From an optimization exercise on the open Yosys and OpenROAD flow, aimed at small area, a short achievable clock period and few clock cycles per item; shortcuts taken in it are not production practice. Function was checked by simulation only, so behaviour that the tests miss may differ from the original.

Design hsl_to_rgb_converter, start of the top module:
module hsl_to_rgb_converter (
	input  logic clk,
	input  logic arst_n,
	input  logic hsl_valid,
	output logic hsl_stall,
	input  hsl_pkg::hsl_t hsl,
	output logic rgb_valid,
	input  logic rgb_stall,
	output hsl_pkg::rgb_t rgb
);
	logic v1, v2, v3, vo;
	logic adv;
	assign adv = !(vo && rgb_stall);
	always_ff @(posedge clk or negedge arst_n) begin
		if (!arst_n) begin
			v1 <= 1'b0;
			v2 <= 1'b0;
			v3 <= 1'b0;
			vo <= 1'b0;
		end else if (adv) begin
			v1 <= hsl_valid;
			v2 <= v1;
			v3 <= v2;
			vo <= v3;
		end
	end
	assign hsl_stall = !adv;
	assign rgb_valid = vo;
	logic [3:0] so1, st1, sn1;
	logic s41;
	logic [8:0] l1;
	logic gt1;
	logic [7:0] L1;
	logic [3:0] hb1;
	logic [7:0] hl1;
	logic [2:0] sec1;
	logic [15:0] P1;
	logic [11:0] G1;
	logic [15:0] P2;
	logic [8:0] l2;
	logic [2:0] sec2;
	logic [5:0] bo2, bt2, bn2;
	logic [65:0] r3;
	logic [2:0] sec3;
	logic [7:0] md, mx, mn;
	logic w0;
	logic w1;
	logic w2;
	logic w3;
	logic w4;
	logic w5;
	logic w6;
	logic w7;
	logic w8;
	logic w9;
	logic w10;
	logic w11;
	logic w12;
	logic w13;
	logic w14;
	logic w15;
	logic w16;
	logic w17;
	logic w18;
	logic w19;
	logic w20;
	logic w21;
	logic w22;
	logic w23;
	logic w24;
	logic w25;
	logic w26;
	logic w27;
	logic w28;
	logic w29;
	logic w30;
	logic w31;
	logic w32;
	logic w33;
	logic w34;
	logic w35;
	logic w36;
	logic w37;
	logic w38;
	logic w39;
	logic w40;
	logic w41;
	logic w42;
	logic w43;
	logic w44;
	logic w45;
	logic w46;
	logic w47;
	logic w48;
	logic w49;
	logic w50;
	logic w51;
	logic w52;
	logic w53;
	logic w54;
	logic w55;
	logic w56;
	logic w57;
	logic w58;
	logic w59;
	logic w60;
	logic w61;
	logic w62;
	logic w63;
	logic w64;
	logic w65;
	logic w66;
	logic w67;
	logic w68;
	logic w69;
	logic w70;
	logic w71;
	logic w72;
	logic w73;
	logic w74;
	logic w75;
	logic w76;
	logic w77;
	logic w78;
	logic w79;
	logic w80;
	logic w81;
	logic w82;
	logic w83;
	logic w84;
	logic w85;
	logic w86;
	logic w87;
	logic w88;
	logic w89;
  ...
==> flow/config.mk <==
export PLATFORM = sky130hd
export DESIGN_NAME = hsl_to_rgb_converter
export DESIGN_NICKNAME = hsl_to_rgb_converter
export VERILOG_FILES = /design/flow/design.v
export SDC_FILE = /design/flow/constraint.sdc
export NUM_CORES = 4
export LEC_CHECK = 0
export ABC_AREA = 1
export CAP_MARGIN = 20
export CORE_MARGIN = 2
export CORE_UTILIZATION = 40
export SETUP_SLACK_MARGIN = 3.6
export SLEW_MARGIN = 20
export SYNTH_HIERARCHICAL = 1
export SYNTH_MINIMUM_KEEP_SIZE = 0
==> flow/constraint.sdc <==
create_clock -name core_clock -period 7.0 [get_ports {clk}]
set_input_delay 1.4000 -clock core_clock [delete_from_list [all_inputs] [get_ports {clk}]]
set_output_delay 1.4000 -clock core_clock [all_outputs]
set_load 0.01 [all_outputs]
standard.sh (not shown) runs the stock make flow with config.mk's settings and CLKGATE_MAP_FILE= SYNTH_SCRIPT=/design/flow/synth_recipe.tcl, a recipe that flattens the netlist after the stock synthesis.
==> flow/flow/run.sh <==
#!/bin/bash
# Layout flow: the standard flow (standard.sh) unchanged, except that the
# port buffers that global placement inserts are buf_2 cells rather than the
# default choice. Its full output goes to standard.log in this folder.
cp standard.sh standard_sh.txt.log
export BUFFER_PORTS_ARGS="-buffer_cell sky130_fd_sc_hd__buf_2"
bash standard.sh > standard.log 2>&1
Testbench counts at the start, summed over its fixed seeds: cycles 16,032, items 16,000.
Next try:
ABC_AREA = not set   (was 1)
SETUP_SLACK_MARGIN = 3.0   (was 3.6)
Effect:
- via count drops by 3.5%
- area after synthesis climbs by 2.4%
- core utilization drops by 1.1 points
- count of clock-buffer cells in the layout drops by 1
Next try:
ABC_AREA = 1   (was not set)
CTS_BUF_LIST = sky130_fd_sc_hd__clkbuf_8   (was not set)
SETUP_SLACK_MARGIN = 3.5   (was 3.0)
After rerunning:
- sequential share of layout area rose by 0.67 points
- worst hold slack improves by 0.0090 ns
- final cell count rose by 7.5%
- wire length fell by 1.3%

* * *

## the previous run
Another version of the RTL of hsl_to_rgb_converter (not shown whole).
Size in the first run: about 190 flip-flops, about 17000 um2 of cells after synthesis.
clock: 7.0 ns
lec_check: 0
cap_margin: 20
core_margin: 2
core_utilization: 40
setup_slack_margin: 3.4
slew_margin: 20
synth_hierarchical: 1
synth_minimum_keep_size: 0
run.sh (not shown) runs the stock make flow with config.mk's settings and CLKGATE_MAP_FILE= SYNTH_SCRIPT=/design/flow/synth_recipe.tcl, a recipe that flattens the netlist after the stock synthesis.
Stock flow here: none of the scripts above is used.
The previous run finished all stages; the layout is clean.
Testbench counts of the previous run, summed over its fixed seeds: cycles 16,032, items 16,000.
Setup changes, the previous run to the current run
# the previous run
export LEC_CHECK = 0
export CAP_MARGIN = 20
export CORE_MARGIN = 2
export CORE_UTILIZATION = 40
export SETUP_SLACK_MARGIN = 3.4
export SLEW_MARGIN = 20
export SYNTH_HIERARCHICAL = 1
export SYNTH_MINIMUM_KEEP_SIZE = 0
create_clock -name core_clock -period 7.0 [get_ports {clk}]
# the current run
export LEC_CHECK = 0
export CAP_MARGIN = 20
export CORE_MARGIN = 2
export CORE_UTILIZATION = 40
export SETUP_SLACK_MARGIN = 3.0
export SLEW_MARGIN = 20
export SYNTH_HIERARCHICAL = 1
export SYNTH_MINIMUM_KEEP_SIZE = 0
create_clock -name core_clock -period 7.0 [get_ports {clk}]
==> flow/flow/run.sh (new file) <==
#!/bin/bash
# Layout flow: the standard flow (standard.sh) unchanged, except that the
# port buffers that global placement inserts are buf_2 cells rather than the
# default choice. Its full output goes to standard.log in this folder.
cp standard.sh standard_sh.txt.log
export BUFFER_PORTS_ARGS="-buffer_cell sky130_fd_sc_hd__buf_2"
bash standard.sh > standard.log 2>&1
==> flow/standard.sh (new file) <==
#!/bin/bash
# synth_recipe.tcl (not shown) runs the flow's synth.tcl, then flattens the netlist and writes it again
# the make line also repeats each setting of config.mk as NAME=value (left out here)
make -C /OpenROAD-flow-scripts/flow DESIGN_CONFIG=/design/flow/config.mk WORK_HOME=/design/flow/orfs CLKGATE_MAP_FILE= SYNTH_SCRIPT=/design/flow/synth_recipe.tcl "${@:-finish}"
removed: flow/run.sh
### Flow results
The non-clock buffer count reported for the current run is smaller than that of the previous run by 65. Post-synthesis instance total delta (the previous run -> the current run): insignificant. The current run against the previous run: count of clock-net buffers in the final layout went down by 1, post-placement cell count was more or less identical.

## afterwards: timing with drivers on the ports
In the flow no input, the clock included, has a driving cell. The finished layouts below were timed again as built, in two steps. Step 1 (the two cells are an assumption about what drives the block):
set clk [get_ports {clk}]
set_driving_cell -lib_cell sky130_fd_sc_hd__clkbuf_16 $clk
set_driving_cell -lib_cell sky130_fd_sc_hd__buf_2 [delete_from_list [all_inputs] $clk]
Step 2, shift: input delay + t, output delay - t, t = (earliest + latest rising clock arrival at the registers) / 2. This alone moves slack from input paths to output paths. Three values: ideal ports, drivers, drivers and shift; two values: the first two.
run | shift t [ns] | setup slack, ns | worst setup path after step 2 | slew at the worst register clock pin (ns)
the first run of note 1 | 0.487 | 3.591 / 3.591 / 3.591 | register to register | 0.07 / 0.07
the second run of note 1 | 0.499 | 2.812 / 2.812 / 2.812 | register to register | 0.08 / 0.08
the third run of note 1 | 0.532 | 3.574 / 3.574 / 3.574 | register to register | 0.10 / 0.10
the previous run | 0.508 | 3.324 / 3.324 / 3.064 | input to register | 0.08 / 0.08
the current run | 0.497 | 3.139 / 3.139 / 3.139 | register to register | 0.08 / 0.08
After both steps every run listed still meets setup and hold. For the previous run, which loses most, drivers alone change the setup slack by 0.000 ns; drivers and shift together by -0.260 ns.
